From an optimization exercise on the open Yosys and OpenROAD flow, aimed at a short achievable clock period and few clock cycles per item; shortcuts taken in it are not production practice.
RTL that was checked went through simulation tests only; none was proved equivalent to the original.
The clock port is modelled as an ideal driver; clocking choices that lean on that would not hold on a real chip.
No activity file was given, so power comes from the tool's default toggle rates.

==> inputs of v36 <==
// page_swap_slot_manager
module page_swap_slot_manager (
  input  logic                clk,
  input  logic                rst,
  input  logic                req_valid,
  output logic                req_ready,
  input  logic [1:0]          req_opcode,
  input  logic [PAGE_W-1:0]   req_page_number,
  input  logic [FRAME_W-1:0]  req_frame_number,
  input  logic                req_load_valid,
  output logic                rsp_valid,
  input  logic                rsp_ready,
  output logic [OUT_W-1:0]    rsp_victim_page,
  output logic [OUT_W-1:0]    rsp_swap_slot,
  output logic [1:0]          rsp_status
);
export LEC_CHECK = 0
export CAP_MARGIN = 30
export CORE_MARGIN = 2
export CORE_UTILIZATION = 40
export PLACE_DENSITY = 0.6
export SETUP_SLACK_MARGIN = 3.3
export SLEW_MARGIN = 20
export SYNTH_HIERARCHICAL = 1
create_clock -name core_clock -period 5.0 [get_ports {clk}]
run.sh (not shown) runs the stock make flow with config.mk's settings and CLKGATE_MAP_FILE= SYNTH_SCRIPT=/design/flow/synth_recipe.tcl, a recipe that flattens the netlist after the stock synthesis.
==> inputs of v19, as changes to v36 <==
--- a/flow/design.v
+++ b/flow/design.v
@@ -62,18 +62,17 @@
 module pssm_o211ai (input logic a1, input logic a2, input logic b1, input logic c1, output logic y);
   assign y = ~((a1 | a2) & b1 & c1);
 endmodule
 module pssm_inv (input logic a, output logic y);
   assign y = ~a;
 endmodule
 module pssm_pfx_or64 (
   input  logic [63:0] x,
-  output logic [63:0] y,
-  output logic [3:0]  any    
+  output logic [63:0] y
 );
   logic [64*7-1:0] s;
   assign s[63:0] = x;
   for (genvar k = 0; k < 6; k++) begin : g_lvl
     for (genvar i = 0; i < 64; i++) begin : g_bit
       if (i >= (1 << k)) begin : g_op
         if (k % 2 == 0) begin : g_nor
           pssm_nor2 u (.a(s[64*k + i]), .b(s[64*k + i - (1 << k)]), .y(s[64*(k+1) + i]));
@@ -81,25 +80,21 @@
           pssm_nand2 u (.a(s[64*k + i]), .b(s[64*k + i - (1 << k)]), .y(s[64*(k+1) + i]));
         end
       end else begin : g_pass
         pssm_inv u (.a(s[64*k + i]), .y(s[64*(k+1) + i]));
       end
     end
   end
   assign y = s[64*7-1 -: 64];
-  for (genvar c = 0; c < 4; c++) begin : g_any
-    pssm_nand2 u (.a(s[64*5 + 63]), .b(s[64*5 + 31]), .y(any[c]));
-  end
 endmodule
 module pssm_pfx_or64_and (
   input  logic [63:0] a,
   input  logic [63:0] b,
-  output logic [63:0] y,
-  output logic [3:0]  any    
+  output logic [63:0] y
 );
   logic [64*6-1:0] s;    
   for (genvar i = 0; i < 64; i++) begin : g_first
     if (i >= 1) begin : g_op
       pssm_a22oi u (.a1(a[i]), .a2(b[i]), .b1(a[i-1]), .b2(b[i-1]), .y(s[i]));
     end else begin : g_pass
       pssm_nand2 u (.a(a[i]), .b(b[i]), .y(s[i]));
     end
@@ -113,19 +108,16 @@
           pssm_nand2 u (.a(s[64*(k-1) + i]), .b(s[64*(k-1) + i - (1 << k)]), .y(s[64*k + i]));
         end
       end else begin : g_pass
         pssm_inv u (.a(s[64*(k-1) + i]), .y(s[64*k + i]));
       end
     end
   end
   assign y = s[64*6-1 -: 64];
-  for (genvar c = 0; c < 4; c++) begin : g_any
-    pssm_nand2 u (.a(s[64*4 + 63]), .b(s[64*4 + 31]), .y(any[c]));
-  end
 endmodule
 module pssm_pfx_and64 (
   input  logic [63:0] x,
   output logic [63:0] y
 );
   logic [64*7-1:0] s;
   assign s[63:0] = x;
   for (genvar k = 0; k < 6; k++) begin : g_lvl
@@ -218,17 +210,17 @@
   input  logic                req_load_valid,
   output logic                rsp_valid,
   input  logic                rsp_ready,
   output logic [OUT_W-1:0]    rsp_victim_page,
   output logic [OUT_W-1:0]    rsp_swap_slot,
   output logic [1:0]          rsp_status
 );
   localparam int CAP = 5;    
-  logic                 req_ready_q;       
+  logic                 req_ready_q;
   logic [CAP-1:0]       flight;            
   logic                 i_valid;
   logic [1:0]           i_op;
   logic [PAGE_W-1:0]    i_page;
   logic [7:0]           i_pg_hi;           
   logic [7:0]           i_pg_lo;           
   logic                 rst_q;             
   logic [FRAME_W-1:0]   i_frame;
@@ -307,31 +299,29 @@
   end
   logic                  is_find, is_out, is_in, is_load;
   logic [NUM_PAGES-1:0]  pm, pv, ptr_next;
   logic                  any_m, any_v;
   logic [SWAP_SLOTS-1:0] pa, used_out, used_in, new_oh, loc_oh;
   logic                  full, fwd_hit;
   logic [LOC_W-1:0]      l_sel;
   logic                  v_we, v_new;
-  logic [3:0]            any_m4, any_v4;
-  pssm_pfx_or64_and u_pm (.a(entry_valid), .b(ptr_mask), .y(pm), .any(any_m4));
-  pssm_pfx_or64     u_pv (.x(entry_valid), .y(pv), .any(any_v4));
+  pssm_pfx_or64_and u_pm (.a(entry_valid), .b(ptr_mask), .y(pm));
+  pssm_pfx_or64     u_pv (.x(entry_valid), .y(pv));
   pssm_pfx_and64 u_pa (.x(slot_used), .y(pa));
   logic full_now, one_free;
   pssm_zeros64 u_zeros (.x(slot_used), .full_n(full_now), .one_n(one_free));
   always_comb begin
     is_find = d_valid && d_find;
     is_out  = d_valid && d_out;
     is_in   = d_valid && d_in;
     is_load = d_valid && d_load;
     any_m    = pm[NUM_PAGES-1];
     any_v    = pv[NUM_PAGES-1];
-    for (int i = 0; i < NUM_PAGES; i++)
-      ptr_next[i] = pm[i] | (pv[i] & !any_m4[i / 16]) | (ptr_mask[i] & !any_v4[i / 16]);
+    ptr_next = pm | (pv & {NUM_PAGES{!any_m}}) | (ptr_mask & {NUM_PAGES{!any_v}});
     full     = full_q;
     used_out = slot_used | {pa[SWAP_SLOTS-2:0], 1'b1};
     new_oh   = ~slot_used & {pa[SWAP_SLOTS-2:0], 1'b1};
     fwd_hit = d_fwd_out && w_out_ok;
     l_sel   = d_fwd_fr ? LOC_W'(w_frame) : d_l_bin;
     loc_oh  = fwd_hit ? w_new_oh : (SWAP_SLOTS'(1) << l_sel);
     used_in = slot_used & ~loc_oh;
     v_we  = is_in || is_load || (is_out && !full);
@@ -388,55 +378,46 @@
   assign first = ptr_mask & ~{ptr_mask[NUM_PAGES-2:0], 1'b0};
   pssm_enc64 u_enc_v (.x(first), .y_n(victim_n));
   always_comb begin
     w_rsp = {w_find_ok ? OUT_W'(~victim_n) : OUT_W'(0),
              w_out_ok ? OUT_W'(w_s_bin) : w_in ? OUT_W'(w_l_bin) : OUT_W'(0),
              w_status};
   end
   logic [13:0] q_mem [8];
-  logic [7:0]  q_rp, q_wp;            
-  logic [CAP:0] q_cnt;                
-  logic [13:0] at_rp, at_rp1, head0, head1;
-  logic        acc, pop, push;
+  logic [2:0]  q_rp, q_wp, q_rp1;
+  logic [13:0] head0, head1;
+  logic        q_any, acc, pop;
   always_comb begin
-    acc    = req_valid && !flight[CAP-1];
-    pop    = q_cnt[0] && rsp_ready;
-    push   = w_valid;
-    at_rp  = '0;
-    at_rp1 = '0;
-    for (int k = 0; k < 8; k++) begin
-      at_rp  = at_rp  | (q_rp[k] ? q_mem[k] : 14'd0);
-      at_rp1 = at_rp1 | (q_rp[(k + 7) % 8] ? q_mem[k] : 14'd0);
-    end
-    head0 = q_cnt[0] ? at_rp  : w_rsp;    
-    head1 = q_cnt[1] ? at_rp1 : w_rsp;    
+    q_any = (q_rp != q_wp);            
+    acc   = req_valid && !flight[CAP-1];   
+    pop   = q_any && rsp_ready;
+    q_rp1 = q_rp + 1'b1;
+    head0 = q_any ? q_mem[q_rp] : w_rsp;              
+    head1 = (q_rp1 != q_wp) ? q_mem[q_rp1] : w_rsp;   
   end
   always_ff @(posedge clk) begin
     if (rst) begin
-      q_rp        <= 8'd1;
-      q_wp        <= 8'd1;
-      q_cnt       <= '0;
       rsp_valid   <= 1'b0;
+      q_rp        <= '0;
+      q_wp        <= '0;
       flight      <= '0;
       req_ready_q <= 1'b1;
     end else begin
-      if (pop)  q_rp <= {q_rp[6:0], q_rp[7]};
-      if (push) q_wp <= {q_wp[6:0], q_wp[7]};
-      rsp_valid <= push || q_cnt[1] || (q_cnt[0] && !rsp_ready);
-      if (push && !pop)      q_cnt <= {q_cnt[CAP-1:0], 1'b1};
-      else if (!push && pop) q_cnt <= {1'b0, q_cnt[CAP:1]};
+      rsp_valid <= (pop ? (q_rp1 != q_wp) : q_any) || w_valid;
+      if (pop) q_rp <= q_rp1;
+      if (w_valid) q_wp <= q_wp + 1'b1;
       if (acc && !pop) begin
         flight      <= {flight[CAP-2:0], 1'b1};
         req_ready_q <= !flight[CAP-2];
       end else if (!acc && pop) begin
         flight      <= {1'b0, flight[CAP-1:1]};
         req_ready_q <= 1'b1;
       end else begin
         req_ready_q <= !flight[CAP-1];
       end
     end
   end
   always_ff @(posedge clk) begin
-    for (int k = 0; k < 8; k++) if (push && q_wp[k]) q_mem[k] <= w_rsp;
+    if (w_valid) q_mem[q_wp] <= w_rsp;
     {rsp_victim_page, rsp_swap_slot, rsp_status} <= pop ? head1 : head0;
   end
 endmodule
CORE_UTILIZATION = 60   (was 40)
PLACE_DENSITY = 0.72   (was 0.6)
==> inputs of v8, as changes to v36 <==
--- a/flow/design.v
+++ b/flow/design.v
@@ -218,18 +218,17 @@
   input  logic                req_load_valid,
   output logic                rsp_valid,
   input  logic                rsp_ready,
   output logic [OUT_W-1:0]    rsp_victim_page,
   output logic [OUT_W-1:0]    rsp_swap_slot,
   output logic [1:0]          rsp_status
 );
   localparam int CAP = 5;    
-  logic                 req_ready_q;       
-  logic [CAP-1:0]       flight;            
+  logic                 req_ready_q;
   logic                 i_valid;
   logic [1:0]           i_op;
   logic [PAGE_W-1:0]    i_page;
   logic [7:0]           i_pg_hi;           
   logic [7:0]           i_pg_lo;           
   logic                 rst_q;             
   logic [FRAME_W-1:0]   i_frame;
   logic                 i_lv;
@@ -237,17 +236,17 @@
   always_ff @(posedge clk) begin
     i_op      <= req_opcode;
     i_page    <= req_page_number;
     i_pg_hi   <= 8'(1) << req_page_number[5:3];
     i_pg_lo   <= 8'(1) << req_page_number[2:0];
     rst_q     <= rst;
     i_frame   <= req_frame_number;
     i_lv      <= req_load_valid;
-    i_valid   <= !rst && req_valid && !flight[CAP-1];
+    i_valid   <= !rst && req_valid && req_ready_q;
   end
   logic [NUM_PAGES-1:0]  entry_valid;      
   logic [SWAP_SLOTS-1:0] slot_used;        
   logic [NUM_PAGES-1:0]  ptr_mask;         
   logic                  full_q;           
   logic [LOC_W-1:0]      loc [NUM_PAGES];  
   logic                 d_valid;
   logic                 d_find, d_out, d_in, d_load;
@@ -390,43 +389,43 @@
   always_comb begin
     w_rsp = {w_find_ok ? OUT_W'(~victim_n) : OUT_W'(0),
              w_out_ok ? OUT_W'(w_s_bin) : w_in ? OUT_W'(w_l_bin) : OUT_W'(0),
              w_status};
   end
   logic [13:0] q_mem [8];
   logic [7:0]  q_rp, q_wp;            
   logic [CAP:0] q_cnt;                
+  logic [CAP-1:0] flight;             
   logic [13:0] at_rp, at_rp1, head0, head1;
   logic        acc, pop, push;
   always_comb begin
-    acc    = req_valid && !flight[CAP-1];
-    pop    = q_cnt[0] && rsp_ready;
+    acc    = req_valid && req_ready_q;
+    pop    = rsp_valid && rsp_ready;
     push   = w_valid;
     at_rp  = '0;
     at_rp1 = '0;
     for (int k = 0; k < 8; k++) begin
       at_rp  = at_rp  | (q_rp[k] ? q_mem[k] : 14'd0);
       at_rp1 = at_rp1 | (q_rp[(k + 7) % 8] ? q_mem[k] : 14'd0);
     end
     head0 = q_cnt[0] ? at_rp  : w_rsp;    
     head1 = q_cnt[1] ? at_rp1 : w_rsp;    
   end
+  assign rsp_valid = q_cnt[0];
   always_ff @(posedge clk) begin
     if (rst) begin
       q_rp        <= 8'd1;
       q_wp        <= 8'd1;
       q_cnt       <= '0;
-      rsp_valid   <= 1'b0;
       flight      <= '0;
       req_ready_q <= 1'b1;
     end else begin
       if (pop)  q_rp <= {q_rp[6:0], q_rp[7]};
       if (push) q_wp <= {q_wp[6:0], q_wp[7]};
-      rsp_valid <= push || q_cnt[1] || (q_cnt[0] && !rsp_ready);
       if (push && !pop)      q_cnt <= {q_cnt[CAP-1:0], 1'b1};
       else if (!push && pop) q_cnt <= {1'b0, q_cnt[CAP:1]};
       if (acc && !pop) begin
         flight      <= {flight[CAP-2:0], 1'b1};
         req_ready_q <= !flight[CAP-2];
       end else if (!acc && pop) begin
         flight      <= {1'b0, flight[CAP-1:1]};
         req_ready_q <= 1'b1;
==> flow/flow/run.sh (new file) <==
#!/bin/bash
# the standard layout, with one addition before clock tree synthesis: each
# flip-flop that drives an output port's buffer is moved next to that buffer
# (flow/place_out.tcl), so the register-to-port wire is short
set -euo pipefail
export PRE_CTS_TCL="$(pwd)/flow/place_out.tcl"
bash standard.sh > standard_flow.log 2>&1
==> flow/flow/place_out.tcl (new file) <==
# move the flip-flops that drive output buffers next to those buffers, then
# legalize; runs in cts.tcl after the placed design is loaded
set block [ord::get_db_block]
set moved 0
foreach bterm [$block getBTerms] {
  if {[$bterm getIoType] ne "OUTPUT"} { continue }
  set net [$bterm getNet]
  if {$net eq "NULL"} { continue }
  set buf ""
  foreach it [$net getITerms] {
    if {[$it isOutputSignal]} { set buf [$it getInst] }
  }
  if {$buf eq ""} { continue }
  set innet ""
  foreach it [$buf getITerms] {
    if {[$it isInputSignal] && [$it getNet] ne "NULL"} { set innet [$it getNet] }
  }
  if {$innet eq ""} { continue }
  set ff ""
  foreach it [$innet getITerms] {
    if {[$it isOutputSignal]} { set ff [$it getInst] }
  }
  if {$ff eq "" || ![[$ff getMaster] isSequential]} { continue }
  set loc [$buf getLocation]
  $ff setLocation [lindex $loc 0] [lindex $loc 1]
  $ff setPlacementStatus PLACED
  incr moved
  puts "place_out: [$ff getName] next to [$buf getName] ([$bterm getName])"
}
puts "place_out: moved $moved flip-flops"
detailed_placement
==> flow/standard.sh (new file) <==
#!/bin/bash
# synth_recipe.tcl (not shown) runs the flow's synth.tcl, then flattens the netlist and writes it again
# the make line also repeats each setting of config.mk as NAME=value (left out here)
make -C /OpenROAD-flow-scripts/flow DESIGN_CONFIG=/design/flow/config.mk WORK_HOME=/design/flow/orfs CLKGATE_MAP_FILE= SYNTH_SCRIPT=/design/flow/synth_recipe.tcl "${@:-finish}"
removed: flow/run.sh
==> inputs of v9, as changes to v36 <==
--- a/flow/design.v
+++ b/flow/design.v
@@ -62,18 +62,17 @@
 module pssm_o211ai (input logic a1, input logic a2, input logic b1, input logic c1, output logic y);
   assign y = ~((a1 | a2) & b1 & c1);
 endmodule
 module pssm_inv (input logic a, output logic y);
   assign y = ~a;
 endmodule
 module pssm_pfx_or64 (
   input  logic [63:0] x,
-  output logic [63:0] y,
-  output logic [3:0]  any    
+  output logic [63:0] y
 );
   logic [64*7-1:0] s;
   assign s[63:0] = x;
   for (genvar k = 0; k < 6; k++) begin : g_lvl
     for (genvar i = 0; i < 64; i++) begin : g_bit
       if (i >= (1 << k)) begin : g_op
         if (k % 2 == 0) begin : g_nor
           pssm_nor2 u (.a(s[64*k + i]), .b(s[64*k + i - (1 << k)]), .y(s[64*(k+1) + i]));
@@ -81,19 +80,16 @@
           pssm_nand2 u (.a(s[64*k + i]), .b(s[64*k + i - (1 << k)]), .y(s[64*(k+1) + i]));
         end
       end else begin : g_pass
         pssm_inv u (.a(s[64*k + i]), .y(s[64*(k+1) + i]));
       end
     end
   end
   assign y = s[64*7-1 -: 64];
-  for (genvar c = 0; c < 4; c++) begin : g_any
-    pssm_nand2 u (.a(s[64*5 + 63]), .b(s[64*5 + 31]), .y(any[c]));
-  end
 endmodule
 module pssm_pfx_or64_and (
   input  logic [63:0] a,
   input  logic [63:0] b,
   output logic [63:0] y,
   output logic [3:0]  any    
 );
   logic [64*6-1:0] s;    
@@ -243,16 +239,17 @@
     i_frame   <= req_frame_number;
     i_lv      <= req_load_valid;
     i_valid   <= !rst && req_valid && !flight[CAP-1];
   end
   logic [NUM_PAGES-1:0]  entry_valid;      
   logic [SWAP_SLOTS-1:0] slot_used;        
   logic [NUM_PAGES-1:0]  ptr_mask;         
   logic                  full_q;           
+  logic                  any_v_q;          
   logic [LOC_W-1:0]      loc [NUM_PAGES];  
   logic                 d_valid;
   logic                 d_find, d_out, d_in, d_load;
   logic [PAGE_W-1:0]    d_page;
   logic [NUM_PAGES-1:0] d_page_oh;
   logic [FRAME_W-1:0]   d_frame;
   logic                 d_lv;
   logic [LOC_W-1:0]     d_l_bin;           
@@ -307,31 +304,33 @@
   end
   logic                  is_find, is_out, is_in, is_load;
   logic [NUM_PAGES-1:0]  pm, pv, ptr_next;
   logic                  any_m, any_v;
   logic [SWAP_SLOTS-1:0] pa, used_out, used_in, new_oh, loc_oh;
   logic                  full, fwd_hit;
   logic [LOC_W-1:0]      l_sel;
   logic                  v_we, v_new;
-  logic [3:0]            any_m4, any_v4;
+  logic [3:0]            any_m4;
   pssm_pfx_or64_and u_pm (.a(entry_valid), .b(ptr_mask), .y(pm), .any(any_m4));
-  pssm_pfx_or64     u_pv (.x(entry_valid), .y(pv), .any(any_v4));
+  pssm_pfx_or64     u_pv (.x(entry_valid), .y(pv));
+  logic others_any;
+  assign others_any = |(entry_valid & ~d_page_oh);
   pssm_pfx_and64 u_pa (.x(slot_used), .y(pa));
   logic full_now, one_free;
   pssm_zeros64 u_zeros (.x(slot_used), .full_n(full_now), .one_n(one_free));
   always_comb begin
     is_find = d_valid && d_find;
     is_out  = d_valid && d_out;
     is_in   = d_valid && d_in;
     is_load = d_valid && d_load;
     any_m    = pm[NUM_PAGES-1];
-    any_v    = pv[NUM_PAGES-1];
+    any_v    = any_v_q;
     for (int i = 0; i < NUM_PAGES; i++)
-      ptr_next[i] = pm[i] | (pv[i] & !any_m4[i / 16]) | (ptr_mask[i] & !any_v4[i / 16]);
+      ptr_next[i] = pm[i] | (pv[i] & !any_m4[i / 16]);
     full     = full_q;
     used_out = slot_used | {pa[SWAP_SLOTS-2:0], 1'b1};
     new_oh   = ~slot_used & {pa[SWAP_SLOTS-2:0], 1'b1};
     fwd_hit = d_fwd_out && w_out_ok;
     l_sel   = d_fwd_fr ? LOC_W'(w_frame) : d_l_bin;
     loc_oh  = fwd_hit ? w_new_oh : (SWAP_SLOTS'(1) << l_sel);
     used_in = slot_used & ~loc_oh;
     v_we  = is_in || is_load || (is_out && !full);
@@ -351,22 +350,24 @@
     end
   end
   always_ff @(posedge clk) begin
     if (rst_q) begin
       entry_valid <= '0;
       slot_used   <= '0;
       ptr_mask    <= '1;
       full_q      <= 1'b0;
+      any_v_q     <= 1'b0;
       for (int i = 0; i < NUM_PAGES; i++) loc[i] <= '0;
     end else begin
       for (int i = 0; i < NUM_PAGES; i++) begin
         if (v_we && d_page_oh[i]) entry_valid[i] <= v_new;
       end
-      if (is_find) ptr_mask <= ptr_next;
+      if (is_find && any_v) ptr_mask <= ptr_next;
+      if (v_we) any_v_q <= v_new || others_any;
       full_q <= is_in ? 1'b0 : is_out ? one_free : full_now;
       if (is_out) slot_used <= used_out;
       else if (is_in) slot_used <= used_in;
       for (int i = 0; i < NUM_PAGES; i++)
         if (x_we && x_page == PAGE_W'(i)) loc[i] <= x_loc;
     end
   end
   always_ff @(posedge clk) begin
==> flow/flow/run.sh (new file) <==
#!/bin/bash
# the standard layout, with one addition before clock tree synthesis: each
# flip-flop that drives an output port's buffer is moved next to that buffer
# (flow/place_out.tcl), so the register-to-port wire is short
set -euo pipefail
export PRE_CTS_TCL="$(pwd)/flow/place_out.tcl"
bash standard.sh > standard_flow.log 2>&1
==> flow/flow/place_out.tcl (new file) <==
# move the flip-flops that drive output buffers next to those buffers, then
# legalize; runs in cts.tcl after the placed design is loaded
set block [ord::get_db_block]
set moved 0
foreach bterm [$block getBTerms] {
  if {[$bterm getIoType] ne "OUTPUT"} { continue }
  set net [$bterm getNet]
  if {$net eq "NULL"} { continue }
  set buf ""
  foreach it [$net getITerms] {
    if {[$it isOutputSignal]} { set buf [$it getInst] }
  }
  if {$buf eq ""} { continue }
  set innet ""
  foreach it [$buf getITerms] {
    if {[$it isInputSignal] && [$it getNet] ne "NULL"} { set innet [$it getNet] }
  }
  if {$innet eq ""} { continue }
  set ff ""
  foreach it [$innet getITerms] {
    if {[$it isOutputSignal]} { set ff [$it getInst] }
  }
  if {$ff eq "" || ![[$ff getMaster] isSequential]} { continue }
  set loc [$buf getLocation]
  $ff setLocation [lindex $loc 0] [lindex $loc 1]
  $ff setPlacementStatus PLACED
  incr moved
  puts "place_out: [$ff getName] next to [$buf getName] ([$bterm getName])"
}
puts "place_out: moved $moved flip-flops"
detailed_placement
==> flow/standard.sh (new file) <==
#!/bin/bash
# synth_recipe.tcl (not shown) runs the flow's synth.tcl, then flattens the netlist and writes it again
# the make line also repeats each setting of config.mk as NAME=value (left out here)
make -C /OpenROAD-flow-scripts/flow DESIGN_CONFIG=/design/flow/config.mk WORK_HOME=/design/flow/orfs CLKGATE_MAP_FILE= SYNTH_SCRIPT=/design/flow/synth_recipe.tcl "${@:-finish}"
removed: flow/run.sh
==> qor summary <==
	v9	v36	v8	v19
Placed Instances	7,545	7,541	7,501	6,840
Number of H-tree branching levels	-	3	-	3
PwrDens	282.8 nW/um^2	277.2 nW/um^2	279.9 nW/um^2	273.9 nW/um^2
Global-route total usage across every layer	0.2688	0.2584	0.2623	0.3904
Number of vias after detailed routing	44,733	44,916	45,252	46,892
Number of buffers created by CTS	105	103	105	98
Endpoint of the most critical register-to-register path	d_l_bin[1]	ptr_mask[62]	ptr_mask[10]	ptr_mask[55]
Gate power share	0.047	0.052	0.051	0.064
Combinational gate power	0.000789 W	0.000850 W	0.000854 W	0.00105 W
Average cell area after synthesis	7.527 sq um	7.565 sq um	7.551 sq um	7.754 sq um
Met3 wire length	11.79 mm	11.80 mm	13.19 mm	20.42 mm
Status	complete, no violations	complete, no violations	complete, no violations	complete, no violations
Met1 track utilization from global routing	0.3526	0.3587	0.3679	0.5069
Testbench counts of v36, summed over its fixed seeds: cycles 12,032, items 12,000.
Testbench counts of v8, summed over its fixed seeds: cycles 12,032, items 12,000.
Testbench counts of v9, summed over its fixed seeds: cycles 12,032, items 12,000.
Function not checked in v19: the RTL went through the layout flow alone.

[separate check: timing with driven ports]
The results above use ideal ports. As a check the final layouts listed here were re-extracted and re-timed, cells and wires unchanged.
Step 1 sets driving cells, clkbuf_16 on the clock port and buf_2 on the other inputs (assumed; they add their load-dependent delay and slew).
Step 2, shift: input delay + t, output delay - t, t = (earliest + latest rising clock arrival at the registers) / 2. This alone moves slack from input paths to output paths.
Three values: no drivers, after step 1, after step 2; two values: the first two.
| run | shift t [ns] | setup slack, ns | hold WS [ns] |
|---|---|---|---|
| v36 | 0.769 | 2.806 / 2.732 / 2.612 | 0.325 / 0.325 / 0.325 |
| v19 | 0.730 | 2.721 / 2.721 / 2.408 | 0.326 / 0.326 / 0.326 |
| v8 | 0.766 | 2.748 / 2.675 / 2.636 | 0.319 / 0.319 / 0.319 |
| v9 | 0.762 | 2.861 / 2.792 / 2.594 | 0.267 / 0.267 / 0.267 |
After both steps every run listed still meets setup and hold. For v19, which loses most, drivers alone change the setup slack by 0.000 ns; drivers and shift together by -0.313 ns.
